What follows belongs to an exercise in optimizing a design on an open flow for small area and a short achievable clock period; a production flow would make more cautious choices. RTL that was checked went through simulation tests only; none was proved equivalent to the original. Only the layout flow was run in run 1; the RTL was not checked for function there. The clock port is modelled as an ideal driver; clocking choices that lean on that would not hold on a real chip. No activity file was given, so power comes from the tool's default toggle rates.

==> design/flow/design.v <==
module gamma_interp_11bit #(
  parameter int OUT_W = 10
) (
  input  logic             clk,
  input  logic             rst_n,
  input  logic             i_hs,
  input  logic             i_vs,
  input  logic [4:0]       idx,
  input  logic [10:0]      pixel_in,
  input  logic [10:0]      lowLevel,
  input  logic [10:0]      highLevel,
  input  logic             lut_we,
  input  logic [5:0]       lut_addr,
  input  logic [OUT_W-1:0] lut_wdata,
  input  logic             lut_commit,
  output logic             commit_pending,
  output logic             o_hs,
  output logic             o_vs,
  output logic [OUT_W-1:0] pix_out
);
  localparam int N = 33;
  function automatic logic [9:0] ramp(input int k);
    logic [31:0] v;
    v = 32'(k) * 32;
    if (v > 1023) v = 1023;
    ramp = v[9:0];
  endfunction
  logic [9:0] r_shadow [N];
  logic [9:0] r_active [N];
  logic       r_act_ramp;    
  logic       r_pend;
  logic       r_vs_prev;
  logic       w_copy;
  assign w_copy         = r_pend & r_vs_prev & ~i_vs;
  assign commit_pending = r_pend;
  always_ff @(posedge clk or negedge rst_n) begin
    if (!rst_n) begin
      r_pend    <= 1'b0;
      r_vs_prev <= 1'b0;
    end else begin
      r_pend    <= lut_commit | (r_pend & ~w_copy);
      r_vs_prev <= i_vs;
    end
  end
  logic [N-1:0] r_sramp;
  logic [N-1:0] w_we;
  logic [N-1:0] w_cs, w_cr;    
  logic         w_hold;
  always_comb
    for (int k = 0; k < N; k++) w_we[k] = lut_we & (lut_addr == 6'(k));
  always_ff @(posedge clk or negedge rst_n) begin
    if (!rst_n) r_sramp <= '1;
    else        r_sramp <= r_sramp & ~w_we;
  end
  always_ff @(posedge clk)
    for (int k = 0; k < N; k++)
      r_shadow[k] <= ({10{w_we[k]}} & lut_wdata) | ({10{~w_we[k]}} & r_shadow[k]);
  always_ff @(posedge clk or negedge rst_n) begin
    if (!rst_n) r_act_ramp <= 1'b1;
    else if (w_copy) r_act_ramp <= 1'b0;
  end
  assign w_hold = ~w_copy;
  assign w_cs   = {N{w_copy}} & ~r_sramp;
  assign w_cr   = {N{w_copy}} & r_sramp;
  always_ff @(posedge clk)
    for (int k = 0; k < N; k++)
      r_active[k] <= ({10{w_cs[k]}} & r_shadow[k]) | ({10{w_cr[k]}} & ramp(k)) |
                     ({10{w_hold}} & r_active[k]);
  logic [329:0] w_act;
  logic [9:0]   w_ye, w_yo;
  logic [10:0]  w_d, w_w;
  always_comb
    for (int k = 0; k < N; k++) w_act[10*k +: 10] = r_active[k];
  gi_read u_read (.idx(idx), .ramp(r_act_ramp), .act(w_act), .ye(w_ye), .yo(w_yo));
  gi_sub11 u_subd (.a(pixel_in), .b(lowLevel), .y(w_d));
  gi_sub11 u_subw (.a(highLevel), .b(lowLevel), .y(w_w));
  logic [9:0]  r_ye_1, r_yo_1;
  logic        r_b_1;
  logic [10:0] r_d_1;
  logic [10:0] r_w_1;
  logic        r_wz_1;
  logic        r_blank_1;
  always_ff @(posedge clk) begin
    r_ye_1 <= w_ye;
    r_yo_1 <= w_yo;
    r_b_1  <= idx[0];
    r_d_1  <= w_d;
    r_w_1  <= w_w;
    r_wz_1 <= (highLevel == lowLevel);
  end
  always_ff @(posedge clk or negedge rst_n) begin
    if (!rst_n) r_blank_1 <= 1'b1;
    else        r_blank_1 <= ~(i_hs & i_vs);
  end
  logic [10:0] w_top;
  logic [3:0]  w_s;
  always_comb begin
    for (int k = 0; k < 11; k++) w_top[k] = r_w_1[k] & ~|(r_w_1 >> (k + 1));
    for (int b = 0; b < 4; b++) begin
      w_s[b] = 1'b0;
      for (int k = 0; k < 11; k++) if ((k >> b) & 1) w_s[b] = w_s[b] | w_top[k];
    end
  end
  logic [9:0]         w_y0, w_y1;
  logic [10:0]        w_x;
  logic [12:0]        w_db;
  logic [5:0]         w_one, w_two, w_ng;
  logic [11:0]        w_pp0, w_pp1, w_pp2, w_pp3, w_pp4, w_pp5;
  logic [22:0]        w_sa, w_sb;
  assign w_y0  = r_b_1 ? r_yo_1 : r_ye_1;
  assign w_y1  = r_b_1 ? r_ye_1 : r_yo_1;
  assign w_db  = r_wz_1 ? 13'b0 : {1'b0, r_d_1, 1'b0};
  logic xs_g0_0;
  assign xs_g0_0 = w_y1[0] & ~w_y0[0];
  logic xs_g1_0;
  assign xs_g1_0 = w_y1[1] & ~w_y0[1];
  logic xs_g2_0;
  assign xs_g2_0 = w_y1[2] & ~w_y0[2];
  logic xs_g3_0;
  assign xs_g3_0 = w_y1[3] & ~w_y0[3];
  logic xs_g4_0;
  assign xs_g4_0 = w_y1[4] & ~w_y0[4];
  logic xs_g5_0;
  assign xs_g5_0 = w_y1[5] & ~w_y0[5];
  logic xs_g6_0;
  assign xs_g6_0 = w_y1[6] & ~w_y0[6];
  logic xs_g7_0;
  assign xs_g7_0 = w_y1[7] & ~w_y0[7];
  logic xs_g8_0;
  assign xs_g8_0 = w_y1[8] & ~w_y0[8];
  logic xs_g9_0;
  assign xs_g9_0 = w_y1[9] & ~w_y0[9];
  logic xs_g10_0;
  assign xs_g10_0 = 1'b0 & 1'b1;
  logic xs_p0;
  assign xs_p0 = w_y1[0] ^ ~w_y0[0];
  logic xs_p1;
  assign xs_p1 = w_y1[1] ^ ~w_y0[1];
  logic xs_p2;
  assign xs_p2 = w_y1[2] ^ ~w_y0[2];
  logic xs_p3;
  assign xs_p3 = w_y1[3] ^ ~w_y0[3];
  logic xs_p4;
  assign xs_p4 = w_y1[4] ^ ~w_y0[4];
  logic xs_p5;
  assign xs_p5 = w_y1[5] ^ ~w_y0[5];
  logic xs_p6;
  assign xs_p6 = w_y1[6] ^ ~w_y0[6];
  logic xs_p7;
  assign xs_p7 = w_y1[7] ^ ~w_y0[7];
  logic xs_p8;
  assign xs_p8 = w_y1[8] ^ ~w_y0[8];
  logic xs_p9;
  assign xs_p9 = w_y1[9] ^ ~w_y0[9];
  logic xs_p10;
  assign xs_p10 = 1'b0 ^ 1'b1;
  logic xs_g0_c;
  assign xs_g0_c = xs_g0_0 | (xs_p0 & 1'b1);
  logic xs_g1_1;
  assign xs_g1_1 = xs_g1_0 | (xs_p1 & xs_g0_c);
  logic xs_q1_1;
  assign xs_q1_1 = xs_p1 & xs_p0;
  logic xs_g3_1;
  assign xs_g3_1 = xs_g3_0 | (xs_p3 & xs_g2_0);
  logic xs_q3_1;
  assign xs_q3_1 = xs_p3 & xs_p2;
  logic xs_g5_1;
  assign xs_g5_1 = xs_g5_0 | (xs_p5 & xs_g4_0);
  logic xs_q5_1;
  assign xs_q5_1 = xs_p5 & xs_p4;
  logic xs_g7_1;
  assign xs_g7_1 = xs_g7_0 | (xs_p7 & xs_g6_0);
  logic xs_q7_1;
  assign xs_q7_1 = xs_p7 & xs_p6;
  logic xs_g9_1;
  assign xs_g9_1 = xs_g9_0 | (xs_p9 & xs_g8_0);
  logic xs_q9_1;
  assign xs_q9_1 = xs_p9 & xs_p8;
  logic xs_g2_2;
  assign xs_g2_2 = xs_g2_0 | (xs_p2 & xs_g1_1);
  logic xs_q2_2;
  assign xs_q2_2 = xs_p2 & xs_q1_1;
  logic xs_g3_2;
  assign xs_g3_2 = xs_g3_1 | (xs_q3_1 & xs_g1_1);
  logic xs_q3_2;
  assign xs_q3_2 = xs_q3_1 & xs_q1_1;
  logic xs_g6_2;
  assign xs_g6_2 = xs_g6_0 | (xs_p6 & xs_g5_1);
  logic xs_q6_2;
  assign xs_q6_2 = xs_p6 & xs_q5_1;
  logic xs_g7_2;
  assign xs_g7_2 = xs_g7_1 | (xs_q7_1 & xs_g5_1);
  logic xs_q7_2;
  assign xs_q7_2 = xs_q7_1 & xs_q5_1;
  logic xs_g10_2;
  assign xs_g10_2 = xs_g10_0 | (xs_p10 & xs_g9_1);
  logic xs_q10_2;
  assign xs_q10_2 = xs_p10 & xs_q9_1;
  logic xs_g4_3;
  assign xs_g4_3 = xs_g4_0 | (xs_p4 & xs_g3_2);
  logic xs_q4_3;
  assign xs_q4_3 = xs_p4 & xs_q3_2;
  logic xs_g5_3;
  assign xs_g5_3 = xs_g5_1 | (xs_q5_1 & xs_g3_2);
  logic xs_q5_3;
  assign xs_q5_3 = xs_q5_1 & xs_q3_2;
  logic xs_g6_3;
  assign xs_g6_3 = xs_g6_2 | (xs_q6_2 & xs_g3_2);
  logic xs_q6_3;
  assign xs_q6_3 = xs_q6_2 & xs_q3_2;
  logic xs_g7_3;
  assign xs_g7_3 = xs_g7_2 | (xs_q7_2 & xs_g3_2);
  logic xs_q7_3;
  assign xs_q7_3 = xs_q7_2 & xs_q3_2;
  logic xs_g8_4;
  assign xs_g8_4 = xs_g8_0 | (xs_p8 & xs_g7_3);
  logic xs_q8_4;
  assign xs_q8_4 = xs_p8 & xs_q7_3;
  logic xs_g9_4;
  assign xs_g9_4 = xs_g9_1 | (xs_q9_1 & xs_g7_3);
  logic xs_q9_4;
  assign xs_q9_4 = xs_q9_1 & xs_q7_3;
  logic xs_g10_4;
  assign xs_g10_4 = xs_g10_2 | (xs_q10_2 & xs_g7_3);
  logic xs_q10_4;
  assign xs_q10_4 = xs_q10_2 & xs_q7_3;
  assign w_x[0] = (xs_p0 ^ 1'b1);
  assign w_x[1] = (xs_p1 ^ xs_g0_c);
  assign w_x[2] = (xs_p2 ^ xs_g1_1);
  assign w_x[3] = (xs_p3 ^ xs_g2_2);
  assign w_x[4] = (xs_p4 ^ xs_g3_2);
  assign w_x[5] = (xs_p5 ^ xs_g4_3);
  assign w_x[6] = (xs_p6 ^ xs_g5_3);
  assign w_x[7] = (xs_p7 ^ xs_g6_3);
  assign w_x[8] = (xs_p8 ^ xs_g7_3);
  assign w_x[9] = (xs_p9 ^ xs_g8_4);
  assign w_x[10] = (xs_p10 ^ xs_g9_4);
  always_comb begin
    for (int j = 0; j < 6; j++) begin
      w_one[j] = w_db[2*j+1] ^ w_db[2*j];
      w_two[j] = (w_db[2*j+2] & ~w_db[2*j+1] & ~w_db[2*j]) |
                 (~w_db[2*j+2] & w_db[2*j+1] & w_db[2*j]);
      w_ng[j]  = w_db[2*j+2] & ~(w_db[2*j+1] & w_db[2*j]);
    end
  end
  function automatic logic [11:0] bpp(input logic [10:0] x, input logic one,
                                      input logic two, input logic ng);
    logic [11:0] m;
    m = one ? {x[10], x} : (two ? {x, 1'b0} : 12'b0);
    bpp = m ^ {12{ng}};
  endfunction
  assign w_pp0 = bpp(w_x, w_one[0], w_two[0], w_ng[0]);
  assign w_pp1 = bpp(w_x, w_one[1], w_two[1], w_ng[1]);
  assign w_pp2 = bpp(w_x, w_one[2], w_two[2], w_ng[2]);
  assign w_pp3 = bpp(w_x, w_one[3], w_two[3], w_ng[3]);
  assign w_pp4 = bpp(w_x, w_one[4], w_two[4], w_ng[4]);
  assign w_pp5 = bpp(w_x, w_one[5], w_two[5], w_ng[5]);
  logic t0s;
  assign t0s = w_pp0[6] ^ w_pp1[4];
  logic t0c;
  assign t0c = w_pp0[6] & w_pp1[4];
  logic t1s;
  assign t1s = w_pp0[7] ^ w_pp1[5];
  logic t1c;
  assign t1c = w_pp0[7] & w_pp1[5];
  logic t2s;
  assign t2s = w_pp0[8] ^ w_pp1[6] ^ w_pp2[4];
  logic t2c;
  assign t2c = (w_pp0[8] & w_pp1[6]) | (w_pp0[8] & w_pp2[4]) | (w_pp1[6] & w_pp2[4]);
  logic t3s;
  assign t3s = w_pp3[2] ^ w_pp4[0];
  logic t3c;
  assign t3c = w_pp3[2] & w_pp4[0];
  logic t4s;
  assign t4s = w_pp0[9] ^ w_pp1[7] ^ w_pp2[5];
  logic t4c;
  assign t4c = (w_pp0[9] & w_pp1[7]) | (w_pp0[9] & w_pp2[5]) | (w_pp1[7] & w_pp2[5]);
  logic t5s;
  assign t5s = w_pp3[3] ^ w_pp4[1];
  logic t5c;
  assign t5c = w_pp3[3] & w_pp4[1];
  logic t6s;
  assign t6s = w_pp0[10] ^ w_pp1[8] ^ w_pp2[6];
  logic t6c;
  assign t6c = (w_pp0[10] & w_pp1[8]) | (w_pp0[10] & w_pp2[6]) | (w_pp1[8] & w_pp2[6]);
  logic t7s;
  assign t7s = w_pp3[4] ^ w_pp4[2] ^ w_pp5[0];
  logic t7c;
  assign t7c = (w_pp3[4] & w_pp4[2]) | (w_pp3[4] & w_pp5[0]) | (w_pp4[2] & w_pp5[0]);
  logic t8s;
  assign t8s = w_pp0[11] ^ w_pp1[9] ^ w_pp2[7];
  logic t8c;
  assign t8c = (w_pp0[11] & w_pp1[9]) | (w_pp0[11] & w_pp2[7]) | (w_pp1[9] & w_pp2[7]);
  logic t9s;
  assign t9s = w_pp3[5] ^ w_pp4[3] ^ w_pp5[1];
  logic t9c;
  assign t9c = (w_pp3[5] & w_pp4[3]) | (w_pp3[5] & w_pp5[1]) | (w_pp4[3] & w_pp5[1]);
  logic t10s;
  assign t10s = w_pp0[11] ^ w_pp1[10] ^ w_pp2[8];
  logic t10c;
  assign t10c = (w_pp0[11] & w_pp1[10]) | (w_pp0[11] & w_pp2[8]) | (w_pp1[10] & w_pp2[8]);
  logic t11s;
  assign t11s = w_pp3[6] ^ w_pp4[4] ^ w_pp5[2];
  logic t11c;
  assign t11c = (w_pp3[6] & w_pp4[4]) | (w_pp3[6] & w_pp5[2]) | (w_pp4[4] & w_pp5[2]);
  logic t12s;
  assign t12s = ~w_pp0[11] ^ ~w_pp1[11] ^ w_pp2[9];
  logic t12c;
  assign t12c = (~w_pp0[11] & ~w_pp1[11]) | (~w_pp0[11] & w_pp2[9]) | (~w_pp1[11] & w_pp2[9]);
  logic t13s;
  assign t13s = w_pp3[7] ^ w_pp4[5] ^ w_pp5[3];
  logic t13c;
  assign t13c = (w_pp3[7] & w_pp4[5]) | (w_pp3[7] & w_pp5[3]) | (w_pp4[5] & w_pp5[3]);
  logic t14s;
  assign t14s = 1'b1 ^ w_pp2[10] ^ w_pp3[8];
  logic t14c;
  assign t14c = (1'b1 & w_pp2[10]) | (1'b1 & w_pp3[8]) | (w_pp2[10] & w_pp3[8]);
  logic t15s;
  assign t15s = w_pp4[6] ^ w_pp5[4];
  logic t15c;
  assign t15c = w_pp4[6] & w_pp5[4];
  logic t16s;
  assign t16s = ~w_pp2[11] ^ w_pp3[9] ^ w_pp4[7];
  logic t16c;
  assign t16c = (~w_pp2[11] & w_pp3[9]) | (~w_pp2[11] & w_pp4[7]) | (w_pp3[9] & w_pp4[7]);
  logic t17s;
  assign t17s = 1'b1 ^ w_pp3[10];
  logic t17c;
  assign t17c = 1'b1 & w_pp3[10];
  logic t18s;
  assign t18s = w_pp0[4] ^ w_pp1[2];
  logic t18c;
  assign t18c = w_pp0[4] & w_pp1[2];
  logic t19s;
  assign t19s = w_pp0[5] ^ w_pp1[3];
  logic t19c;
  assign t19c = w_pp0[5] & w_pp1[3];
  logic t20s;
  assign t20s = w_pp2[2] ^ w_pp3[0] ^ w_ng[3];
  logic t20c;
  assign t20c = (w_pp2[2] & w_pp3[0]) | (w_pp2[2] & w_ng[3]) | (w_pp3[0] & w_ng[3]);
  logic t21s;
  assign t21s = w_pp2[3] ^ w_pp3[1] ^ t0c;
  logic t21c;
  assign t21c = (w_pp2[3] & w_pp3[1]) | (w_pp2[3] & t0c) | (w_pp3[1] & t0c);
  logic t22s;
  assign t22s = w_ng[4] ^ t1c ^ t2s;
  logic t22c;
  assign t22c = (w_ng[4] & t1c) | (w_ng[4] & t2s) | (t1c & t2s);
  logic t23s;
  assign t23s = t2c ^ t3c ^ t4s;
  logic t23c;
  assign t23c = (t2c & t3c) | (t2c & t4s) | (t3c & t4s);
  logic t24s;
  assign t24s = t4c ^ t5c ^ t6s;
  logic t24c;
  assign t24c = (t4c & t5c) | (t4c & t6s) | (t5c & t6s);
  logic t25s;
  assign t25s = t6c ^ t7c ^ t8s;
  logic t25c;
  assign t25c = (t6c & t7c) | (t6c & t8s) | (t7c & t8s);
  logic t26s;
  assign t26s = t8c ^ t9c ^ t10s;
  logic t26c;
  assign t26c = (t8c & t9c) | (t8c & t10s) | (t9c & t10s);
  logic t27s;
  assign t27s = t10c ^ t11c ^ t12s;
  logic t27c;
  assign t27c = (t10c & t11c) | (t10c & t12s) | (t11c & t12s);
  logic t28s;
  assign t28s = t12c ^ t13c ^ t14s;
  logic t28c;
  assign t28c = (t12c & t13c) | (t12c & t14s) | (t13c & t14s);
  logic t29s;
  assign t29s = w_pp5[5] ^ t14c ^ t15c;
  logic t29c;
  assign t29c = (w_pp5[5] & t14c) | (w_pp5[5] & t15c) | (t14c & t15c);
  logic t30s;
  assign t30s = w_pp4[8] ^ w_pp5[6] ^ t16c;
  logic t30c;
  assign t30c = (w_pp4[8] & w_pp5[6]) | (w_pp4[8] & t16c) | (w_pp5[6] & t16c);
  logic t31s;
  assign t31s = ~w_pp3[11] ^ w_pp4[9] ^ w_pp5[7];
  logic t31c;
  assign t31c = (~w_pp3[11] & w_pp4[9]) | (~w_pp3[11] & w_pp5[7]) | (w_pp4[9] & w_pp5[7]);
  logic t32s;
  assign t32s = 1'b1 ^ w_pp4[10];
  logic t32c;
  assign t32c = 1'b1 & w_pp4[10];
  logic t33s;
  assign t33s = w_pp0[2] ^ w_pp1[0];
  logic t33c;
  assign t33c = w_pp0[2] & w_pp1[0];
  logic t34s;
  assign t34s = w_pp0[3] ^ w_pp1[1];
  logic t34c;
  assign t34c = w_pp0[3] & w_pp1[1];
  logic t35s;
  assign t35s = w_pp2[0] ^ w_ng[2] ^ t18s;
  logic t35c;
  assign t35c = (w_pp2[0] & w_ng[2]) | (w_pp2[0] & t18s) | (w_ng[2] & t18s);
  logic t36s;
  assign t36s = w_pp2[1] ^ t18c ^ t19s;
  logic t36c;
  assign t36c = (w_pp2[1] & t18c) | (w_pp2[1] & t19s) | (t18c & t19s);
  logic t37s;
  assign t37s = t0s ^ t19c ^ t20s;
  logic t37c;
  assign t37c = (t0s & t19c) | (t0s & t20s) | (t19c & t20s);
  logic t38s;
  assign t38s = t1s ^ t20c ^ t21s;
  logic t38c;
  assign t38c = (t1s & t20c) | (t1s & t21s) | (t20c & t21s);
  logic t39s;
  assign t39s = t3s ^ t21c ^ t22s;
  logic t39c;
  assign t39c = (t3s & t21c) | (t3s & t22s) | (t21c & t22s);
  logic t40s;
  assign t40s = t5s ^ t22c ^ t23s;
  logic t40c;
  assign t40c = (t5s & t22c) | (t5s & t23s) | (t22c & t23s);
  logic t41s;
  assign t41s = t7s ^ t23c ^ t24s;
  logic t41c;
  assign t41c = (t7s & t23c) | (t7s & t24s) | (t23c & t24s);
  logic t42s;
  assign t42s = t9s ^ t24c ^ t25s;
  logic t42c;
  assign t42c = (t9s & t24c) | (t9s & t25s) | (t24c & t25s);
  logic t43s;
  assign t43s = t11s ^ t25c ^ t26s;
  logic t43c;
  assign t43c = (t11s & t25c) | (t11s & t26s) | (t25c & t26s);
  logic t44s;
  assign t44s = t13s ^ t26c ^ t27s;
  logic t44c;
  assign t44c = (t13s & t26c) | (t13s & t27s) | (t26c & t27s);
  logic t45s;
  assign t45s = t15s ^ t27c ^ t28s;
  logic t45c;
  assign t45c = (t15s & t27c) | (t15s & t28s) | (t27c & t28s);
  logic t46s;
  assign t46s = t16s ^ t28c ^ t29s;
  logic t46c;
  assign t46c = (t16s & t28c) | (t16s & t29s) | (t28c & t29s);
  logic t47s;
  assign t47s = t17s ^ t29c ^ t30s;
  logic t47c;
  assign t47c = (t17s & t29c) | (t17s & t30s) | (t29c & t30s);
  logic t48s;
  assign t48s = t17c ^ t30c ^ t31s;
  logic t48c;
  assign t48c = (t17c & t30c) | (t17c & t31s) | (t30c & t31s);
  logic t49s;
  assign t49s = w_pp5[8] ^ t31c ^ t32s;
  logic t49c;
  assign t49c = (w_pp5[8] & t31c) | (w_pp5[8] & t32s) | (t31c & t32s);
  logic t50s;
  assign t50s = ~w_pp4[11] ^ w_pp5[9] ^ t32c;
  logic t50c;
  assign t50c = (~w_pp4[11] & w_pp5[9]) | (~w_pp4[11] & t32c) | (w_pp5[9] & t32c);
  logic t51s;
  assign t51s = 1'b1 ^ w_pp5[10];
  logic t51c;
  assign t51c = 1'b1 & w_pp5[10];
  assign w_sa[0] = w_pp0[0];
  assign w_sb[0] = w_ng[0];
  assign w_sa[1] = w_pp0[1];
  assign w_sb[1] = 1'b0;
  assign w_sa[2] = w_ng[1];
  assign w_sb[2] = t33s;
  assign w_sa[3] = t33c;
  assign w_sb[3] = t34s;
  assign w_sa[4] = t34c;
  assign w_sb[4] = t35s;
  assign w_sa[5] = t35c;
  assign w_sb[5] = t36s;
  assign w_sa[6] = t36c;
  assign w_sb[6] = t37s;
  assign w_sa[7] = t37c;
  assign w_sb[7] = t38s;
  assign w_sa[8] = t38c;
  assign w_sb[8] = t39s;
  assign w_sa[9] = t39c;
  assign w_sb[9] = t40s;
  assign w_sa[10] = t40c;
  assign w_sb[10] = t41s;
  assign w_sa[11] = t41c;
  assign w_sb[11] = t42s;
  assign w_sa[12] = t42c;
  assign w_sb[12] = t43s;
  assign w_sa[13] = t43c;
  assign w_sb[13] = t44s;
  assign w_sa[14] = t44c;
  assign w_sb[14] = t45s;
  assign w_sa[15] = t45c;
  assign w_sb[15] = t46s;
  assign w_sa[16] = t46c;
  assign w_sb[16] = t47s;
  assign w_sa[17] = t47c;
  assign w_sb[17] = t48s;
  assign w_sa[18] = t48c;
  assign w_sb[18] = t49s;
  assign w_sa[19] = t49c;
  assign w_sb[19] = t50s;
  assign w_sa[20] = t50c;
  assign w_sb[20] = t51s;
  assign w_sa[21] = ~w_pp5[11];
  assign w_sb[21] = t51c;
  assign w_sa[22] = 1'b1;
  assign w_sb[22] = 1'b0;
  logic [22:0] r_sa_2, r_sb_2;
  logic [9:0]  r_y0_2;
  logic [3:0]  r_s_2;
  logic        r_blank_2;
  always_ff @(posedge clk) begin
    r_sa_2 <= w_sa;
    r_sb_2 <= w_sb;
    r_y0_2 <= w_y0;
    r_s_2  <= w_s;
  end
  always_ff @(posedge clk or negedge rst_n) begin
    if (!rst_n) r_blank_2 <= 1'b1;
    else        r_blank_2 <= r_blank_1;
  end
  logic [22:0] w_ta, w_tb, w_t;
  logic [9:0]  w_pix;
  assign w_ta = r_sa_2;
  assign w_tb = r_sb_2;
  logic ts_g0_0;
  assign ts_g0_0 = w_ta[0] & w_tb[0];
  logic ts_g1_0;
  assign ts_g1_0 = w_ta[1] & w_tb[1];
  logic ts_g2_0;
  assign ts_g2_0 = w_ta[2] & w_tb[2];
  logic ts_g3_0;
  assign ts_g3_0 = w_ta[3] & w_tb[3];
  logic ts_g4_0;
  assign ts_g4_0 = w_ta[4] & w_tb[4];
  logic ts_g5_0;
  assign ts_g5_0 = w_ta[5] & w_tb[5];
  logic ts_g6_0;
  assign ts_g6_0 = w_ta[6] & w_tb[6];
  logic ts_g7_0;
  assign ts_g7_0 = w_ta[7] & w_tb[7];
  logic ts_g8_0;
  assign ts_g8_0 = w_ta[8] & w_tb[8];
  logic ts_g9_0;
  assign ts_g9_0 = w_ta[9] & w_tb[9];
  logic ts_g10_0;
  assign ts_g10_0 = w_ta[10] & w_tb[10];
  logic ts_g11_0;
  assign ts_g11_0 = w_ta[11] & w_tb[11];
  logic ts_g12_0;
  assign ts_g12_0 = w_ta[12] & w_tb[12];
  logic ts_g13_0;
  assign ts_g13_0 = w_ta[13] & w_tb[13];
  logic ts_g14_0;
  assign ts_g14_0 = w_ta[14] & w_tb[14];
  logic ts_g15_0;
  assign ts_g15_0 = w_ta[15] & w_tb[15];
  logic ts_g16_0;
  assign ts_g16_0 = w_ta[16] & w_tb[16];
  logic ts_g17_0;
  assign ts_g17_0 = w_ta[17] & w_tb[17];
  logic ts_g18_0;
  assign ts_g18_0 = w_ta[18] & w_tb[18];
  logic ts_g19_0;
  assign ts_g19_0 = w_ta[19] & w_tb[19];
  logic ts_g20_0;
  assign ts_g20_0 = w_ta[20] & w_tb[20];
  logic ts_g21_0;
  assign ts_g21_0 = w_ta[21] & w_tb[21];
  logic ts_g22_0;
  assign ts_g22_0 = w_ta[22] & w_tb[22];
  logic ts_p0;
  assign ts_p0 = w_ta[0] ^ w_tb[0];
  logic ts_p1;
  assign ts_p1 = w_ta[1] ^ w_tb[1];
  logic ts_p2;
  assign ts_p2 = w_ta[2] ^ w_tb[2];
  logic ts_p3;
  assign ts_p3 = w_ta[3] ^ w_tb[3];
  logic ts_p4;
  assign ts_p4 = w_ta[4] ^ w_tb[4];
  logic ts_p5;
  assign ts_p5 = w_ta[5] ^ w_tb[5];
  logic ts_p6;
  assign ts_p6 = w_ta[6] ^ w_tb[6];
  logic ts_p7;
  assign ts_p7 = w_ta[7] ^ w_tb[7];
  logic ts_p8;
  assign ts_p8 = w_ta[8] ^ w_tb[8];
  logic ts_p9;
  assign ts_p9 = w_ta[9] ^ w_tb[9];
  logic ts_p10;
  assign ts_p10 = w_ta[10] ^ w_tb[10];
  logic ts_p11;
  assign ts_p11 = w_ta[11] ^ w_tb[11];
  logic ts_p12;
  assign ts_p12 = w_ta[12] ^ w_tb[12];
  logic ts_p13;
  assign ts_p13 = w_ta[13] ^ w_tb[13];
  logic ts_p14;
  assign ts_p14 = w_ta[14] ^ w_tb[14];
  logic ts_p15;
  assign ts_p15 = w_ta[15] ^ w_tb[15];
  logic ts_p16;
  assign ts_p16 = w_ta[16] ^ w_tb[16];
  logic ts_p17;
  assign ts_p17 = w_ta[17] ^ w_tb[17];
  logic ts_p18;
  assign ts_p18 = w_ta[18] ^ w_tb[18];
  logic ts_p19;
  assign ts_p19 = w_ta[19] ^ w_tb[19];
  logic ts_p20;
  assign ts_p20 = w_ta[20] ^ w_tb[20];
  logic ts_p21;
  assign ts_p21 = w_ta[21] ^ w_tb[21];
  logic ts_p22;
  assign ts_p22 = w_ta[22] ^ w_tb[22];
  logic ts_g1_1;
  assign ts_g1_1 = ts_g1_0 | (ts_p1 & ts_g0_0);
  logic ts_q1_1;
  assign ts_q1_1 = ts_p1 & ts_p0;
  logic ts_g3_1;
  assign ts_g3_1 = ts_g3_0 | (ts_p3 & ts_g2_0);
  logic ts_q3_1;
  assign ts_q3_1 = ts_p3 & ts_p2;
  logic ts_g5_1;
  assign ts_g5_1 = ts_g5_0 | (ts_p5 & ts_g4_0);
  logic ts_q5_1;
  assign ts_q5_1 = ts_p5 & ts_p4;
  logic ts_g7_1;
  assign ts_g7_1 = ts_g7_0 | (ts_p7 & ts_g6_0);
  logic ts_q7_1;
  assign ts_q7_1 = ts_p7 & ts_p6;
  logic ts_g9_1;
  assign ts_g9_1 = ts_g9_0 | (ts_p9 & ts_g8_0);
  logic ts_q9_1;
  assign ts_q9_1 = ts_p9 & ts_p8;
  logic ts_g11_1;
  assign ts_g11_1 = ts_g11_0 | (ts_p11 & ts_g10_0);
  logic ts_q11_1;
  assign ts_q11_1 = ts_p11 & ts_p10;
  logic ts_g13_1;
  assign ts_g13_1 = ts_g13_0 | (ts_p13 & ts_g12_0);
  logic ts_q13_1;
  assign ts_q13_1 = ts_p13 & ts_p12;
  logic ts_g15_1;
  assign ts_g15_1 = ts_g15_0 | (ts_p15 & ts_g14_0);
  logic ts_q15_1;
  assign ts_q15_1 = ts_p15 & ts_p14;
  logic ts_g17_1;
  assign ts_g17_1 = ts_g17_0 | (ts_p17 & ts_g16_0);
  logic ts_q17_1;
  assign ts_q17_1 = ts_p17 & ts_p16;
  logic ts_g19_1;
  assign ts_g19_1 = ts_g19_0 | (ts_p19 & ts_g18_0);
  logic ts_q19_1;
  assign ts_q19_1 = ts_p19 & ts_p18;
  logic ts_g21_1;
  assign ts_g21_1 = ts_g21_0 | (ts_p21 & ts_g20_0);
  logic ts_q21_1;
  assign ts_q21_1 = ts_p21 & ts_p20;
  logic ts_g2_2;
  assign ts_g2_2 = ts_g2_0 | (ts_p2 & ts_g1_1);
  logic ts_q2_2;
  assign ts_q2_2 = ts_p2 & ts_q1_1;
  logic ts_g3_2;
  assign ts_g3_2 = ts_g3_1 | (ts_q3_1 & ts_g1_1);
  logic ts_q3_2;
  assign ts_q3_2 = ts_q3_1 & ts_q1_1;
  logic ts_g6_2;
  assign ts_g6_2 = ts_g6_0 | (ts_p6 & ts_g5_1);
  logic ts_q6_2;
  assign ts_q6_2 = ts_p6 & ts_q5_1;
  logic ts_g7_2;
  assign ts_g7_2 = ts_g7_1 | (ts_q7_1 & ts_g5_1);
  logic ts_q7_2;
  assign ts_q7_2 = ts_q7_1 & ts_q5_1;
  logic ts_g10_2;
  assign ts_g10_2 = ts_g10_0 | (ts_p10 & ts_g9_1);
  logic ts_q10_2;
  assign ts_q10_2 = ts_p10 & ts_q9_1;
  logic ts_g11_2;
  assign ts_g11_2 = ts_g11_1 | (ts_q11_1 & ts_g9_1);
  logic ts_q11_2;
  assign ts_q11_2 = ts_q11_1 & ts_q9_1;
  logic ts_g14_2;
  assign ts_g14_2 = ts_g14_0 | (ts_p14 & ts_g13_1);
  logic ts_q14_2;
  assign ts_q14_2 = ts_p14 & ts_q13_1;
  logic ts_g15_2;
  assign ts_g15_2 = ts_g15_1 | (ts_q15_1 & ts_g13_1);
  logic ts_q15_2;
  assign ts_q15_2 = ts_q15_1 & ts_q13_1;
  logic ts_g18_2;
  assign ts_g18_2 = ts_g18_0 | (ts_p18 & ts_g17_1);
  logic ts_q18_2;
  assign ts_q18_2 = ts_p18 & ts_q17_1;
  logic ts_g19_2;
  assign ts_g19_2 = ts_g19_1 | (ts_q19_1 & ts_g17_1);
  logic ts_q19_2;
  assign ts_q19_2 = ts_q19_1 & ts_q17_1;
  logic ts_g22_2;
  assign ts_g22_2 = ts_g22_0 | (ts_p22 & ts_g21_1);
  logic ts_q22_2;
  assign ts_q22_2 = ts_p22 & ts_q21_1;
  logic ts_g4_3;
  assign ts_g4_3 = ts_g4_0 | (ts_p4 & ts_g3_2);
  logic ts_q4_3;
  assign ts_q4_3 = ts_p4 & ts_q3_2;
  logic ts_g5_3;
  assign ts_g5_3 = ts_g5_1 | (ts_q5_1 & ts_g3_2);
  logic ts_q5_3;
  assign ts_q5_3 = ts_q5_1 & ts_q3_2;
  logic ts_g6_3;
  assign ts_g6_3 = ts_g6_2 | (ts_q6_2 & ts_g3_2);
  logic ts_q6_3;
  assign ts_q6_3 = ts_q6_2 & ts_q3_2;
  logic ts_g7_3;
  assign ts_g7_3 = ts_g7_2 | (ts_q7_2 & ts_g3_2);
  logic ts_q7_3;
  assign ts_q7_3 = ts_q7_2 & ts_q3_2;
  logic ts_g12_3;
  assign ts_g12_3 = ts_g12_0 | (ts_p12 & ts_g11_2);
  logic ts_q12_3;
  assign ts_q12_3 = ts_p12 & ts_q11_2;
  logic ts_g13_3;
  assign ts_g13_3 = ts_g13_1 | (ts_q13_1 & ts_g11_2);
  logic ts_q13_3;
  assign ts_q13_3 = ts_q13_1 & ts_q11_2;
  logic ts_g14_3;
  assign ts_g14_3 = ts_g14_2 | (ts_q14_2 & ts_g11_2);
  logic ts_q14_3;
  assign ts_q14_3 = ts_q14_2 & ts_q11_2;
  logic ts_g15_3;
  assign ts_g15_3 = ts_g15_2 | (ts_q15_2 & ts_g11_2);
  logic ts_q15_3;
  assign ts_q15_3 = ts_q15_2 & ts_q11_2;
  logic ts_g20_3;
  assign ts_g20_3 = ts_g20_0 | (ts_p20 & ts_g19_2);
  logic ts_q20_3;
  assign ts_q20_3 = ts_p20 & ts_q19_2;
  logic ts_g21_3;
  assign ts_g21_3 = ts_g21_1 | (ts_q21_1 & ts_g19_2);
  logic ts_q21_3;
  assign ts_q21_3 = ts_q21_1 & ts_q19_2;
  logic ts_g22_3;
  assign ts_g22_3 = ts_g22_2 | (ts_q22_2 & ts_g19_2);
  logic ts_q22_3;
  assign ts_q22_3 = ts_q22_2 & ts_q19_2;
  logic ts_g8_4;
  assign ts_g8_4 = ts_g8_0 | (ts_p8 & ts_g7_3);
  logic ts_q8_4;
  assign ts_q8_4 = ts_p8 & ts_q7_3;
  logic ts_g9_4;
  assign ts_g9_4 = ts_g9_1 | (ts_q9_1 & ts_g7_3);
  logic ts_q9_4;
  assign ts_q9_4 = ts_q9_1 & ts_q7_3;
  logic ts_g10_4;
  assign ts_g10_4 = ts_g10_2 | (ts_q10_2 & ts_g7_3);
  logic ts_q10_4;
  assign ts_q10_4 = ts_q10_2 & ts_q7_3;
  logic ts_g11_4;
  assign ts_g11_4 = ts_g11_2 | (ts_q11_2 & ts_g7_3);
  logic ts_q11_4;
  assign ts_q11_4 = ts_q11_2 & ts_q7_3;
  logic ts_g12_4;
  assign ts_g12_4 = ts_g12_3 | (ts_q12_3 & ts_g7_3);
  logic ts_q12_4;
  assign ts_q12_4 = ts_q12_3 & ts_q7_3;
  logic ts_g13_4;
  assign ts_g13_4 = ts_g13_3 | (ts_q13_3 & ts_g7_3);
  logic ts_q13_4;
  assign ts_q13_4 = ts_q13_3 & ts_q7_3;
  logic ts_g14_4;
  assign ts_g14_4 = ts_g14_3 | (ts_q14_3 & ts_g7_3);
  logic ts_q14_4;
  assign ts_q14_4 = ts_q14_3 & ts_q7_3;
  logic ts_g15_4;
  assign ts_g15_4 = ts_g15_3 | (ts_q15_3 & ts_g7_3);
  logic ts_q15_4;
  assign ts_q15_4 = ts_q15_3 & ts_q7_3;
  logic ts_g16_5;
  assign ts_g16_5 = ts_g16_0 | (ts_p16 & ts_g15_4);
  logic ts_q16_5;
  assign ts_q16_5 = ts_p16 & ts_q15_4;
  logic ts_g17_5;
  assign ts_g17_5 = ts_g17_1 | (ts_q17_1 & ts_g15_4);
  logic ts_q17_5;
  assign ts_q17_5 = ts_q17_1 & ts_q15_4;
  logic ts_g18_5;
  assign ts_g18_5 = ts_g18_2 | (ts_q18_2 & ts_g15_4);
  logic ts_q18_5;
  assign ts_q18_5 = ts_q18_2 & ts_q15_4;
  logic ts_g19_5;
  assign ts_g19_5 = ts_g19_2 | (ts_q19_2 & ts_g15_4);
  logic ts_q19_5;
  assign ts_q19_5 = ts_q19_2 & ts_q15_4;
  logic ts_g20_5;
  assign ts_g20_5 = ts_g20_3 | (ts_q20_3 & ts_g15_4);
  logic ts_q20_5;
  assign ts_q20_5 = ts_q20_3 & ts_q15_4;
  logic ts_g21_5;
  assign ts_g21_5 = ts_g21_3 | (ts_q21_3 & ts_g15_4);
  logic ts_q21_5;
  assign ts_q21_5 = ts_q21_3 & ts_q15_4;
  logic ts_g22_5;
  assign ts_g22_5 = ts_g22_3 | (ts_q22_3 & ts_g15_4);
  logic ts_q22_5;
  assign ts_q22_5 = ts_q22_3 & ts_q15_4;
  assign w_t[0] = ts_p0;
  assign w_t[1] = (ts_p1 ^ ts_g0_0);
  assign w_t[2] = (ts_p2 ^ ts_g1_1);
  assign w_t[3] = (ts_p3 ^ ts_g2_2);
  assign w_t[4] = (ts_p4 ^ ts_g3_2);
  assign w_t[5] = (ts_p5 ^ ts_g4_3);
  assign w_t[6] = (ts_p6 ^ ts_g5_3);
  assign w_t[7] = (ts_p7 ^ ts_g6_3);
  assign w_t[8] = (ts_p8 ^ ts_g7_3);
  assign w_t[9] = (ts_p9 ^ ts_g8_4);
  assign w_t[10] = (ts_p10 ^ ts_g9_4);
  assign w_t[11] = (ts_p11 ^ ts_g10_4);
  assign w_t[12] = (ts_p12 ^ ts_g11_4);
  assign w_t[13] = (ts_p13 ^ ts_g12_4);
  assign w_t[14] = (ts_p14 ^ ts_g13_4);
  assign w_t[15] = (ts_p15 ^ ts_g14_4);
  assign w_t[16] = (ts_p16 ^ ts_g15_4);
  assign w_t[17] = (ts_p17 ^ ts_g16_5);
  assign w_t[18] = (ts_p18 ^ ts_g17_5);
  assign w_t[19] = (ts_p19 ^ ts_g18_5);
  assign w_t[20] = (ts_p20 ^ ts_g19_5);
  assign w_t[21] = (ts_p21 ^ ts_g20_5);
  assign w_t[22] = (ts_p22 ^ ts_g21_5);
  logic [10:0] w_sh;
  logic [10:0] w_q;
  logic        w_rb, w_big, w_sml;
  logic [11:0] w_r;
  logic [10:0] w_qt [11];
  logic [9:0]  w_rt;
  logic [10:0] w_bt, w_st;
  always_comb begin
    for (int k = 0; k < 11; k++) w_sh[k] = (r_s_2 == 4'(k));
    for (int i = 0; i < 11; i++) begin
      for (int k = 0; k < 11; k++) w_qt[i][k] = w_sh[k] & w_t[i+k];
      w_q[i] = |w_qt[i];
    end
    for (int k = 1; k < 11; k++) w_rt[k-1] = w_sh[k] & w_t[k-1];
    w_rb = |w_rt;
    for (int k = 0; k < 11; k++) begin
      w_bt[k] = w_sh[k] & |(w_t[21:0] & (22'h3fffff << (11 + k)));
      w_st[k] = w_sh[k] & |(~w_t[21:0] & (22'h3fffff << (11 + k)));
    end
    w_big = ~w_t[22] & (|w_bt | w_q[10]);
    w_sml = w_t[22] & (|w_st | ~w_q[10]);
    w_r = {2'b0, r_y0_2} + {w_q[10], w_q} + {11'b0, w_rb};
    if (r_blank_2 | w_sml)  w_pix = '0;
    else if (w_big)         w_pix = 10'h3ff;
    else if (w_r[11])       w_pix = '0;
    else if (w_r[10])       w_pix = 10'h3ff;
    else                    w_pix = w_r[9:0];
  end
  logic [2:0] r_hs_d, r_vs_d;
  logic [9:0] r_pix;
  always_ff @(posedge clk or negedge rst_n) begin
    if (!rst_n) begin
      r_hs_d <= '0;
      r_vs_d <= '0;
      r_pix  <= '0;
    end else begin
      r_hs_d <= {r_hs_d[1:0], i_hs};
      r_vs_d <= {r_vs_d[1:0], i_vs};
      r_pix  <= w_pix;
    end
  end
  assign o_hs    = r_hs_d[2];
  assign o_vs    = r_vs_d[2];
  assign pix_out = r_pix;
endmodule
module gi_read (
  input  logic [4:0]   idx,
  input  logic         ramp,
  input  logic [329:0] act,
  output logic [9:0]   ye,
  output logic [9:0]   yo
);
  logic [15:0] so1;
  logic [16:0] se, so;
  logic [4:0]  je;
  logic [17:0] te [10];
  logic [16:0] to [10];
  assign je = {1'b0, idx[4:1]} + {4'b0, idx[0]};
  always_comb begin
    for (int j = 0; j < 16; j++) so1[j] = (idx[4:1] == 4'(j));
    for (int j = 0; j < 17; j++) begin
      so[j] = (j < 16) ? (~ramp & so1[j % 16]) : 1'b0;
      se[j] = ~ramp & (((j < 16) ? (~idx[0] & so1[j % 16]) : 1'b0) |
                       ((j > 0) ? (idx[0] & so1[(j + 15) % 16]) : 1'b0));
    end
    for (int i = 0; i < 10; i++) begin
      for (int j = 0; j < 17; j++) te[i][j] = se[j] & act[20*j + i];
      for (int j = 0; j < 16; j++) to[i][j] = so[j] & act[20*j + 10 + i];
      te[i][17] = ramp & (je[4] | (i >= 6 && je[i-6]));
      to[i][16] = ramp & (i == 5 || (i >= 6 && idx[i-5]));
      ye[i] = |te[i];
      yo[i] = |to[i];
    end
  end
endmodule
module gi_sub11 (
  input  logic [10:0] a,
  input  logic [10:0] b,
  output logic [10:0] y
);
  logic m_g0_0;
  assign m_g0_0 = a[0] & ~b[0];
  logic m_g1_0;
  assign m_g1_0 = a[1] & ~b[1];
  logic m_g2_0;
  assign m_g2_0 = a[2] & ~b[2];
  logic m_g3_0;
  assign m_g3_0 = a[3] & ~b[3];
  logic m_g4_0;
  assign m_g4_0 = a[4] & ~b[4];
  logic m_g5_0;
  assign m_g5_0 = a[5] & ~b[5];
  logic m_g6_0;
  assign m_g6_0 = a[6] & ~b[6];
  logic m_g7_0;
  assign m_g7_0 = a[7] & ~b[7];
  logic m_g8_0;
  assign m_g8_0 = a[8] & ~b[8];
  logic m_g9_0;
  assign m_g9_0 = a[9] & ~b[9];
  logic m_g10_0;
  assign m_g10_0 = a[10] & ~b[10];
  logic m_p0;
  assign m_p0 = a[0] ^ ~b[0];
  logic m_p1;
  assign m_p1 = a[1] ^ ~b[1];
  logic m_p2;
  assign m_p2 = a[2] ^ ~b[2];
  logic m_p3;
  assign m_p3 = a[3] ^ ~b[3];
  logic m_p4;
  assign m_p4 = a[4] ^ ~b[4];
  logic m_p5;
  assign m_p5 = a[5] ^ ~b[5];
  logic m_p6;
  assign m_p6 = a[6] ^ ~b[6];
  logic m_p7;
  assign m_p7 = a[7] ^ ~b[7];
  logic m_p8;
  assign m_p8 = a[8] ^ ~b[8];
  logic m_p9;
  assign m_p9 = a[9] ^ ~b[9];
  logic m_p10;
  assign m_p10 = a[10] ^ ~b[10];
  logic m_g0_c;
  assign m_g0_c = m_g0_0 | (m_p0 & 1'b1);
  logic m_g1_1;
  assign m_g1_1 = m_g1_0 | (m_p1 & m_g0_c);
  logic m_q1_1;
  assign m_q1_1 = m_p1 & m_p0;
  logic m_g3_1;
  assign m_g3_1 = m_g3_0 | (m_p3 & m_g2_0);
  logic m_q3_1;
  assign m_q3_1 = m_p3 & m_p2;
  logic m_g5_1;
  assign m_g5_1 = m_g5_0 | (m_p5 & m_g4_0);
  logic m_q5_1;
  assign m_q5_1 = m_p5 & m_p4;
  logic m_g7_1;
  assign m_g7_1 = m_g7_0 | (m_p7 & m_g6_0);
  logic m_q7_1;
  assign m_q7_1 = m_p7 & m_p6;
  logic m_g9_1;
  assign m_g9_1 = m_g9_0 | (m_p9 & m_g8_0);
  logic m_q9_1;
  assign m_q9_1 = m_p9 & m_p8;
  logic m_g2_2;
  assign m_g2_2 = m_g2_0 | (m_p2 & m_g1_1);
  logic m_q2_2;
  assign m_q2_2 = m_p2 & m_q1_1;
  logic m_g3_2;
  assign m_g3_2 = m_g3_1 | (m_q3_1 & m_g1_1);
  logic m_q3_2;
  assign m_q3_2 = m_q3_1 & m_q1_1;
  logic m_g6_2;
  assign m_g6_2 = m_g6_0 | (m_p6 & m_g5_1);
  logic m_q6_2;
  assign m_q6_2 = m_p6 & m_q5_1;
  logic m_g7_2;
  assign m_g7_2 = m_g7_1 | (m_q7_1 & m_g5_1);
  logic m_q7_2;
  assign m_q7_2 = m_q7_1 & m_q5_1;
  logic m_g10_2;
  assign m_g10_2 = m_g10_0 | (m_p10 & m_g9_1);
  logic m_q10_2;
  assign m_q10_2 = m_p10 & m_q9_1;
  logic m_g4_3;
  assign m_g4_3 = m_g4_0 | (m_p4 & m_g3_2);
  logic m_q4_3;
  assign m_q4_3 = m_p4 & m_q3_2;
  logic m_g5_3;
  assign m_g5_3 = m_g5_1 | (m_q5_1 & m_g3_2);
  logic m_q5_3;
  assign m_q5_3 = m_q5_1 & m_q3_2;
  logic m_g6_3;
  assign m_g6_3 = m_g6_2 | (m_q6_2 & m_g3_2);
  logic m_q6_3;
  assign m_q6_3 = m_q6_2 & m_q3_2;
  logic m_g7_3;
  assign m_g7_3 = m_g7_2 | (m_q7_2 & m_g3_2);
  logic m_q7_3;
  assign m_q7_3 = m_q7_2 & m_q3_2;
  logic m_g8_4;
  assign m_g8_4 = m_g8_0 | (m_p8 & m_g7_3);
  logic m_q8_4;
  assign m_q8_4 = m_p8 & m_q7_3;
  logic m_g9_4;
  assign m_g9_4 = m_g9_1 | (m_q9_1 & m_g7_3);
  logic m_q9_4;
  assign m_q9_4 = m_q9_1 & m_q7_3;
  logic m_g10_4;
  assign m_g10_4 = m_g10_2 | (m_q10_2 & m_g7_3);
  logic m_q10_4;
  assign m_q10_4 = m_q10_2 & m_q7_3;
  assign y[0] = (m_p0 ^ 1'b1);
  assign y[1] = (m_p1 ^ m_g0_c);
  assign y[2] = (m_p2 ^ m_g1_1);
  assign y[3] = (m_p3 ^ m_g2_2);
  assign y[4] = (m_p4 ^ m_g3_2);
  assign y[5] = (m_p5 ^ m_g4_3);
  assign y[6] = (m_p6 ^ m_g5_3);
  assign y[7] = (m_p7 ^ m_g6_3);
  assign y[8] = (m_p8 ^ m_g7_3);
  assign y[9] = (m_p9 ^ m_g8_4);
  assign y[10] = (m_p10 ^ m_g9_4);
endmodule
==> design/flow/flow/run.sh <==
#!/bin/bash
# The standard layout (standard.sh: ORFS synthesis through finish) with
# extra ORFS settings from flow/extra.txt (one VAR=value per line), and one
# added step after clock tree synthesis: flow/recover.tcl downsizes cells
# (to smaller drive strengths of the same cell) wherever that keeps the worst
# setup slack, then legalizes placement. The design is still built and signed
# off at the design's clock period and constraints.
set -euo pipefail
mapfile -t EXTRA < <(grep -v '^#' flow/extra.txt | grep .)
bash standard.sh "${EXTRA[@]}" cts > standard_cts.log 2>&1
openroad -no_init -exit flow/recover.tcl > recover.log 2>&1
bash standard.sh "${EXTRA[@]}" finish > standard.log 2>&1
==> design/flow/flow/extra.txt <==
SETUP_SLACK_MARGIN=7.0
ADDER_MAP_FILE=
BUFFER_PORTS_ARGS=-buffer_cell sky130_fd_sc_hd__buf_4
==> design/flow/flow/recover.tcl <==
# Area recovery after CTS: try each logic cell at smaller drive strengths of
# the same function and keep the smallest one that leaves the worst setup
# slack (placement parasitics) no worse than before. Clock tree cells are
# left alone. Then legalize the placement and write the CTS result back.
set res orfs/results/$::env(FLOW_PLATFORM)/gamma_interp_11bit/base
set plat $::env(FLOW_HOME)/platforms/$::env(FLOW_PLATFORM)
foreach lib [glob $plat/lib/*.lib] {
  if {![string match *dummy* $lib]} { read_liberty $lib }
}
read_db $res/4_cts.odb
read_sdc $res/4_cts.sdc
source $plat/setRC.tcl
set_propagated_clock [all_clocks]
estimate_parasitics -placement
set target [worst_slack -max]
puts "before: wns $target area [rsz::design_area]"
set n 0
foreach inst [get_cells *] {
  if {[catch {set lc [get_lib_cells -of_objects $inst]}] || $lc eq "NULL" || $lc eq ""} continue
  if {[catch {set name [get_name $lc]}]} continue
  if {![regexp {^(sky130_fd_sc_hd__[a-z0-9]+)_([0-9]+)$} $name -> base size]} continue
  if {[regexp {clkbuf|clkinv|clkdly|dlygate|dlymetal|tap|fill|decap|conb} $base]} continue
  set cands {}
  foreach c [get_lib_cells ${base}_*] {
    set cn [get_name $c]
    if {[regexp {_([0-9]+)$} $cn -> s2] && $s2 < $size} { lappend cands [list $s2 $cn] }
  }
  foreach c [lsort -integer -index 0 $cands] {
    set cn [lindex $c 1]
    replace_cell $inst $cn
    if {[worst_slack -max] >= $target} { incr n; break }
    replace_cell $inst $name
  }
}
puts "downsized $n cells"
detailed_placement
check_placement
estimate_parasitics -placement
puts "after: wns [worst_slack -max] area [rsz::design_area]"
write_db $res/4_cts.odb
==> design/flow/standard.sh <==
#!/bin/bash
# synth_recipe.tcl (not shown) runs the flow's synth.tcl, then flattens the netlist and writes it again
# the make line also repeats each setting of config.mk as NAME=value (left out here)
make -C /OpenROAD-flow-scripts/flow DESIGN_CONFIG=/design/flow/config.mk WORK_HOME=/design/flow/orfs CLKGATE_MAP_FILE= SYNTH_SCRIPT=/design/flow/synth_recipe.tcl "${@:-finish}"
==> design/flow/config.mk <==
export PLATFORM = sky130hd
export DESIGN_NAME = gamma_interp_11bit
export DESIGN_NICKNAME = gamma_interp_11bit
export VERILOG_FILES = /design/flow/design.v
export SDC_FILE = /design/flow/constraint.sdc
export NUM_CORES = 4
export LEC_CHECK = 0
export ABC_AREA = 1
export CAP_MARGIN = 20
export CORE_MARGIN = 2
export CORE_UTILIZATION = 40
export CTS_CLUSTER_DIAMETER = 80
export CTS_CLUSTER_SIZE = 25
export SLEW_MARGIN = 60
export SYNTH_HIERARCHICAL = 1
export TNS_END_PERCENT = 20
==> design/flow/constraint.sdc <==
create_clock -name core_clock -period 10.0 [get_ports {clk}]
set_input_delay 2.0000 -clock core_clock [delete_from_list [all_inputs] [get_ports {clk}]]
set_output_delay 2.0000 -clock core_clock [all_outputs]
set_load 0.01 [all_outputs]
==> results.py, run 1 <==
metrics = {
    "status": {
        "status": "timing/DRC/antenna clean",
    },
    "sta": {
        "period_needed_ns": 3.24,
        "fmax_mhz": 308,
        "skew_ns": 0.0572,
        "period_share_pct": 32.4,
        "setup_viol": 0,
        "tightest_slew_ns": 0.572,
        "setup_tns_ns": 0,
        "setup_slack_ns": 6.76,
        "slew_violations": 0,
        "hold_viol": 0,
        "rsz0062_at_grt": "yes",
        "maxSlewHeadroom_pct": 61.8,
    },
    "critical_path": {
        "critical-path-max-stage-delay_ns": 0.41,
        "crit_path_top_delay_cell": "dfxtp_4",
        "startpoint_type": "flop",
        "cpMostUsedCell": "nand2_2",
        "crit_arrival_ns": 3.76,
        "worstSetupPathType": "reg -> reg",
        "cp.required_ns": 10.52,
        "crit_fanout": 8,
        "end_kind": "flop",
    },
    "cts": {
        "clock-sinks": 813,
        "cts_buffer_depth": 3,
        "clk_latency_ns": 0.64,
        "cts_tree": "yes",
        "clkSlewWorstSetupHoldPaths_ns": 0.09,
        "cts-htree-levels": 2,
        "cts_hold_buf": 0,
        "cts_root_buffer": "clkbuf_16",
        "numCtsBuffers": 44,
    },
    "power_and_ir_drop": {
        "ir_worst_vdd_uv": 297,
        "power_density_mw_per_mm2": 269,
        "leakagePower_nw": 17.9,
    },
    "final_layout": {
        "final_util_pct": 47.7,
        "nNetsFinal": 4261,
        "fillers": 8327,
        "multi_input_area_mm2": 0.0156,
        "seqCellArea_mm2": 0.0199,
        "area_delta_synth_final_pct": 18.4,
        "layout_commonest_cell": "nand2_1",
        "drive_gt1_share_pct": 19.3,
        "final_cell_mix": "nand2_1, dfxtp_1, nand3_1",
    },
    "floorplan": {
        "start_util_pct": 40.3,
        "ioPinCount": 73,
        "dieArea_mm2": 0.0912,
        "fp.dieH_um": 302,
        "fp.coreArea_mm2": 0.0882,
        "core.rowCount": 109,
        "fp.dieW_um": 302,
    },
    "placed_design": {
        "pre_cts_slack_ns": 5.40,
        "port_buffers": 72,
        "routabilityCongestion": 0.890,
        "dp_hpwl_mm": 67.9,
    },
    "drt": {
        "drc": 0,
        "dr.pass1.iters": 5,
        "viasPerCell": 5.23,
        "dr.first_iter.drc_count": 2180,
        "wirelength_mm": 104,
        "dr_total_vias": 28200,
        "wl_per_cell_um": 19.2,
        "postRouteAntennaNets": 0,
    },
    "synthesis": {
        "syn_inst": 3997,
        "yosys_warnings": 24,
        "syn_area_mm2": 0.0355,
        "syn_nets": 4057,
        "syn_area_per_cell_um2": 8.89,
    },
    "global_routing": {
        "grt-ovfl-total": 0,
        "grt_max_degree": 77,
        "grt_first_pass_wirelength_mm": 153,
        "grtUsageTotal_pct": 21.9,
        "grt_pass1_vias": 26000,
        "antenna_found_initial": 3,
    },
    "min_path": {
        "hold_class": "reg -> reg",
    },
    "job": {
        "maxCapViolCount": 0,
    },
}
[critical path: cells and delay by family (launching register included)]
family	cells	cell delay, ns
and+or+nand+nor	23	1.99
DFF	1	0.41
buffers and inverters	4	0.59
xor gates and xnor gates	1	0.14
[through the flow]
step                cells  hold slack, ns  power (mW)  cell area [um2]
global route         5402           0.370        12.1            42100
global placement     5166           0.332        7.87            37600
detailed placement   5168           0.335        7.95            37900
floorplan            3997           0.331        7.01            36000
finish               5402           0.354        11.3            42100
CTS                  5312           0.357        10.3            40400
[what timing repair did]
item                                    CTS  global route
endpoints found under the setup margin  350           336
pin swaps                                42           151
cloned                                   10            10
setup buffers                            53            77
gates resized for setup                 112           596
[layout make-up]
class / count / area share, %
diodes: 1 / 0.00595
clock buffers: 65 / 2.80
clock inverters: 16 / 0.693
inverters: 427 / 3.95
multi-input cells: 2686 / 37.0
flip-flops and latches: 813 / 47.4
well taps: 1165 / 3.46
repair buffers: 228 / 4.74
repair inverters: 1 / 0.0208
[where the power goes]
part	total [mW]	switching (mW)	internal (mW)
logic	5.13	3.27	1.85
registers	4.11	0.255	3.85
clock network	2.08	1.15	0.928
total	11.3	4.68	6.63
[routing by layer]
layer / vias to the layer above / track usage, % / wire, um
li1: 13800 / - / -
met3: 191 / 2.17 / 5030
met4: 4 / 5.86 / 3410
met5: - / 0 / 23
met2: 760 / 37.4 / 50100
met1: 13500 / 29.7 / 45200
[final timing paths]
kind	startpoint	to	slack, ns	depth (start not counted)
max in group asynchronous	rst_n	r_sramp[19]$_DFF_PN1_	7.85	3
worst min register to register	r_hs_d[0]$_DFF_PN0_	r_hs_d[1]$_DFF_PN0_	0.35	0
min in group asynchronous	rst_n	r_pix[0]$_DFF_PN0_	1.31	1
worst min-delay path	r_hs_d[0]$_DFF_PN0_	r_hs_d[1]$_DFF_PN0_	0.35	0
worst max register to register	r_b_1$_DFF_P_	r_sb_2[16]$_DFF_P_	6.76	28
worst max-delay path	r_b_1$_DFF_P_	r_sb_2[16]$_DFF_P_	6.76	28
==> inputs of run 2 (changes only) <==
--- a/design/flow/design.v
+++ b/design/flow/design.v
@@ -42,30 +42,21 @@
       r_vs_prev <= i_vs;
     end
   end
-  logic [N-1:0] r_sramp;
-  logic [N-1:0] w_we;
-  logic [N-1:0] w_cs, w_cr;    
-  logic         w_hold;
-  always_comb
-    for (int k = 0; k < N; k++) w_we[k] = lut_we & (lut_addr == 6'(k));
   always_ff @(posedge clk or negedge rst_n) begin
-    if (!rst_n) r_sramp <= '1;
-    else        r_sramp <= r_sramp & ~w_we;
+    if (!rst_n) begin
+      for (int k = 0; k < N; k++) r_shadow[k] <= ramp(k);
+    end else if (lut_we && lut_addr <= 6'd32) begin
+      r_shadow[lut_addr] <= lut_wdata;
+    end
   end
-  always_ff @(posedge clk)
-    for (int k = 0; k < N; k++)
-      r_shadow[k] <= ({10{w_we[k]}} & lut_wdata) | ({10{~w_we[k]}} & r_shadow[k]);
   always_ff @(posedge clk or negedge rst_n) begin
     if (!rst_n) r_act_ramp <= 1'b1;
     else if (w_copy) r_act_ramp <= 1'b0;
   end
-  assign w_hold = ~w_copy;
-  assign w_cs   = {N{w_copy}} & ~r_sramp;
-  assign w_cr   = {N{w_copy}} & r_sramp;
-  always_ff @(posedge clk)
-    for (int k = 0; k < N; k++)
-      r_active[k] <= ({10{w_cs[k]}} & r_shadow[k]) | ({10{w_cr[k]}} & ramp(k)) |
-                     ({10{w_hold}} & r_active[k]);
+  always_ff @(posedge clk) begin
+    if (w_copy)
+      for (int k = 0; k < N; k++) r_active[k] <= r_shadow[k];
+  end
   logic [329:0] w_act;
   logic [9:0]   w_ye, w_yo;
   logic [10:0]  w_d, w_w;
--- a/design/flow/config.mk
+++ b/design/flow/config.mk
@@ -13,4 +13,4 @@
 export CTS_CLUSTER_SIZE = 25
 export SLEW_MARGIN = 60
 export SYNTH_HIERARCHICAL = 1
-export TNS_END_PERCENT = 20
+export TNS_END_PERCENT = 0
==> results.py, run 2 <==
metrics = {
    "final_layout": {
        "reg.largest.list": "r_active: 330 flops, r_shadow: 330 flops, r_sa_2: 22 flops",
        "multi_input_area_mm2": 0.0146,
        "layout_commonest_cell": "nand2_1",
        "final_cell_mix": "nand2_1, nand3_1, o21ai_0",
        "fillers": 8795,
        "drive_gt1_share_pct": 15.1,
        "seqCellArea_mm2": 0.0208,
        "area_delta_synth_final_pct": 13.7,
        "nNetsFinal": 4317,
    },
    "synthesis": {
        "syn_area_mm2": 0.0362,
        "syn_inst": 4156,
        "yosys_warnings": 24,
        "syn_area_per_cell_um2": 8.71,
        "syn_nets": 4216,
    },
    "sta": {
        "tightest_slew_ns": 0.642,
        "period_share_pct": 32.7,
        "hold_viol": 0,
        "setup_viol": 0,
        "maxSlewHeadroom_pct": 56.8,
        "setup_tns_ns": 0,
        "period_needed_ns": 3.27,
        "slew_violations": 0,
        "fmax_mhz": 306,
        "rsz0062_at_grt": "yes",
        "skew_ns": 0.0650,
    },
    "global_routing": {
        "grt_first_pass_wirelength_mm": 153,
        "grtUsageTotal_pct": 21.0,
        "grt_pass1_vias": 26600,
        "antenna_found_initial": 1,
        "grt_max_degree": 74,
        "grt-ovfl-total": 0,
    },
    "power_and_ir_drop": {
        "power_density_mw_per_mm2": 266,
        "leakagePower_nw": 18.2,
        "ir_worst_vdd_uv": 168,
        "finalPower_mw": 10.9,
    },
    "drt": {
        "dr_total_vias": 28000,
        "routed-wl-met2_mm": 48.7,
        "drc": 0,
        "wirelength_mm": 99.6,
        "wl_met3_mm": 4.60,
        "viasPerCell": 5.12,
        "dr.first_iter.drc_count": 2314,
        "dr.pass1.iters": 5,
        "postRouteAntennaNets": 0,
        "highest_layer": "met5",
        "wl_met1_mm": 43.8,
        "wl_per_cell_um": 18.2,
    },
    "critical_path": {
        "crit_fanout": 10,
        "critical-path-max-stage-delay_ns": 0.29,
        "worstSetupPathType": "in -> reg",
        "crit_arrival_ns": 3.76,
        "cp.required_ns": 10.49,
        "startpoint_type": "input pin",
        "path_cells": "buf_1 > nor2_1 > nand2_2 > clkinvlp_4 > nand3_1 > and2_0 > nand2_1 > nor2_1 > nand3_1",
        "end_kind": "flop",
        "crit_path_top_delay_cell": "nand2_2",
    },
    "cts": {
        "clock-sinks": 780,
        "cts_tree": "yes",
        "clkSlewWorstSetupHoldPaths_ns": 0.09,
        "cts_root_buffer": "clkbuf_16",
        "numCtsBuffers": 42,
        "cts_hold_buf": 0,
        "cts_buffer_depth": 3,
        "clk_latency_ns": 0.65,
        "cts-htree-levels": 2,
    },
    "floorplan": {
        "fp.coreArea_mm2": 0.0899,
        "fp.dieW_um": 305,
        "start_util_pct": 40.3,
        "ioPinCount": 73,
        "fp.dieH_um": 305,
        "core.rowCount": 110,
        "dieArea_mm2": 0.0929,
    },
    "placed_design": {
        "port_buffers": 72,
        "routabilityCongestion": 0.900,
        "dp_hpwl_mm": 66.6,
    },
    "status": {
        "status": "timing/DRC/antenna clean",
    },
    "job": {
        "maxCapViolCount": 0,
    },
    "min_path": {
        "hold_class": "reg -> reg",
    },
}
==> run 2: cell count changes in the layout (fill, tap and decap cells not counted), moves of 49 or more <==
cell,before,now
a22o_1,230,0
dfrtp_1,17,257
dfxtp_1,404,87
nand2_1,907,1170
nor2_4,95,46
o21ai_0,61,361
o22a_1,75,0
==> run 2: worst paths after layout <==
| path | cells after the start | slack (ns) | to | start |
|---|---|---|---|---|
| min in group asynchronous | 1 | 1.22 | r_hs_d[0]$_DFF_PN0_ | rst_n |
| min | 0 | 0.35 | r_hs_d[2]$_DFF_PN0_ | r_hs_d[1]$_DFF_PN0_ |
| min reg2reg | 0 | 0.35 | r_hs_d[2]$_DFF_PN0_ | r_hs_d[1]$_DFF_PN0_ |
| max reg2reg | 27 | 6.81 | r_sb_2[15]$_DFF_P_ | r_b_1$_DFF_P_ |
| max in group asynchronous | 5 | 6.95 | r_shadow[14][6]$_DFFE_PN1P_ | rst_n |
| max | 9 | 6.73 | r_ye_1[8]$_DFF_P_ | idx[4] |
==> run 2: repair_timing <==
action | CTS | global route
setup buffers | 16 | 65
endpoints found under the setup margin | 201 | 633
pin swaps | 26 | 110
cloned | 2 | 4
gates resized for setup | 120 | 423
==> run 2: power by group <==
group,total (mW),switching [mW],internal [mW],leakage [nW]
clock,1.98,1.12,0.860,0.664
combinational,4.90,3.22,1.68,9.14
sequential,4.05,0.206,3.84,8.39
total,10.9,4.54,6.38,18.2
==> run 2: critical path, delay by kind of cell <==
kind / cells / cell delay [ns]
buf+inv: 2 / 0.50
simple gates: 7 / 1.24
==> run 2: layout make-up <==
class,count,area share [%]
clock inverter,14,0.544
sequential,780,50.6
multi-input combinational,2876,35.6
tap,1176,3.58
timing repair buffer,189,3.44
antenna,1,0.00608
clock buffer,64,2.83
inverter,368,3.47
==> run 2: metal layers <==
| layer | vias up | global-route usage, % |
|---|---|---|
| met3 | 141 | 2.06 |
| li1 | 13800 | - |
| met4 | 2 | 5.54 |
| met5 | - | 0 |
| met1 | 13400 | 28.3 |
| met2 | 680 | 36.3 |
==> run 2: metrics by stage <==
step | worst slack (ns) | hold slack [ns] | util (%) | instance area, um2 | cells
final | 6.73 | 0.353 | 45.8 | 41100 | 5468
after global routing | 6.59 | 0.360 | 45.8 | 41100 | 5467
after CTS | 6.84 | 0.356 | 44.7 | 40200 | 5396
after detailed placement | 5.94 | 0.335 | 42.5 | 38200 | 5300
after global placement | 5.25 | 0.332 | 42.1 | 37800 | 5294
after floorplan | 2.71 | 0.331 | - | 36200 | 4156

[afterwards: timing with drivers on the ports]
The results above use ideal ports. As a check the final layouts listed here were re-extracted and re-timed, cells and wires unchanged. Step 1: set_driving_cell puts a clkbuf_16 on clk and a buf_2 on each other input, an assumption about the parent block. Step 2 moves the port delays by t, midway between the first and last clock arrival at a register: inputs arrive t later, outputs are due t later. That takes back most of the time a late clock gives input paths. a / b / c = ideal / step 1 / step 2; a / b = the first two.
run | t, ns | slack for setup (ns) | latest minus earliest clock arrival (ns) | slew at the worst register clock pin (ns) | pins driven straight from the clock port
run 1 | 0.685 | 6.758 / 6.758 / 6.175 | 0.066 / 0.066 | 0.10 / 0.10 | 1
run 2 | 0.686 | 6.730 / 6.716 / 6.029 | 0.068 / 0.069 | 0.10 / 0.10 | 1
After both steps setup and hold are still met in every run listed. The setup slack of run 2, which loses most, moves by -0.014 ns with the drivers and by -0.701 ns with both steps.
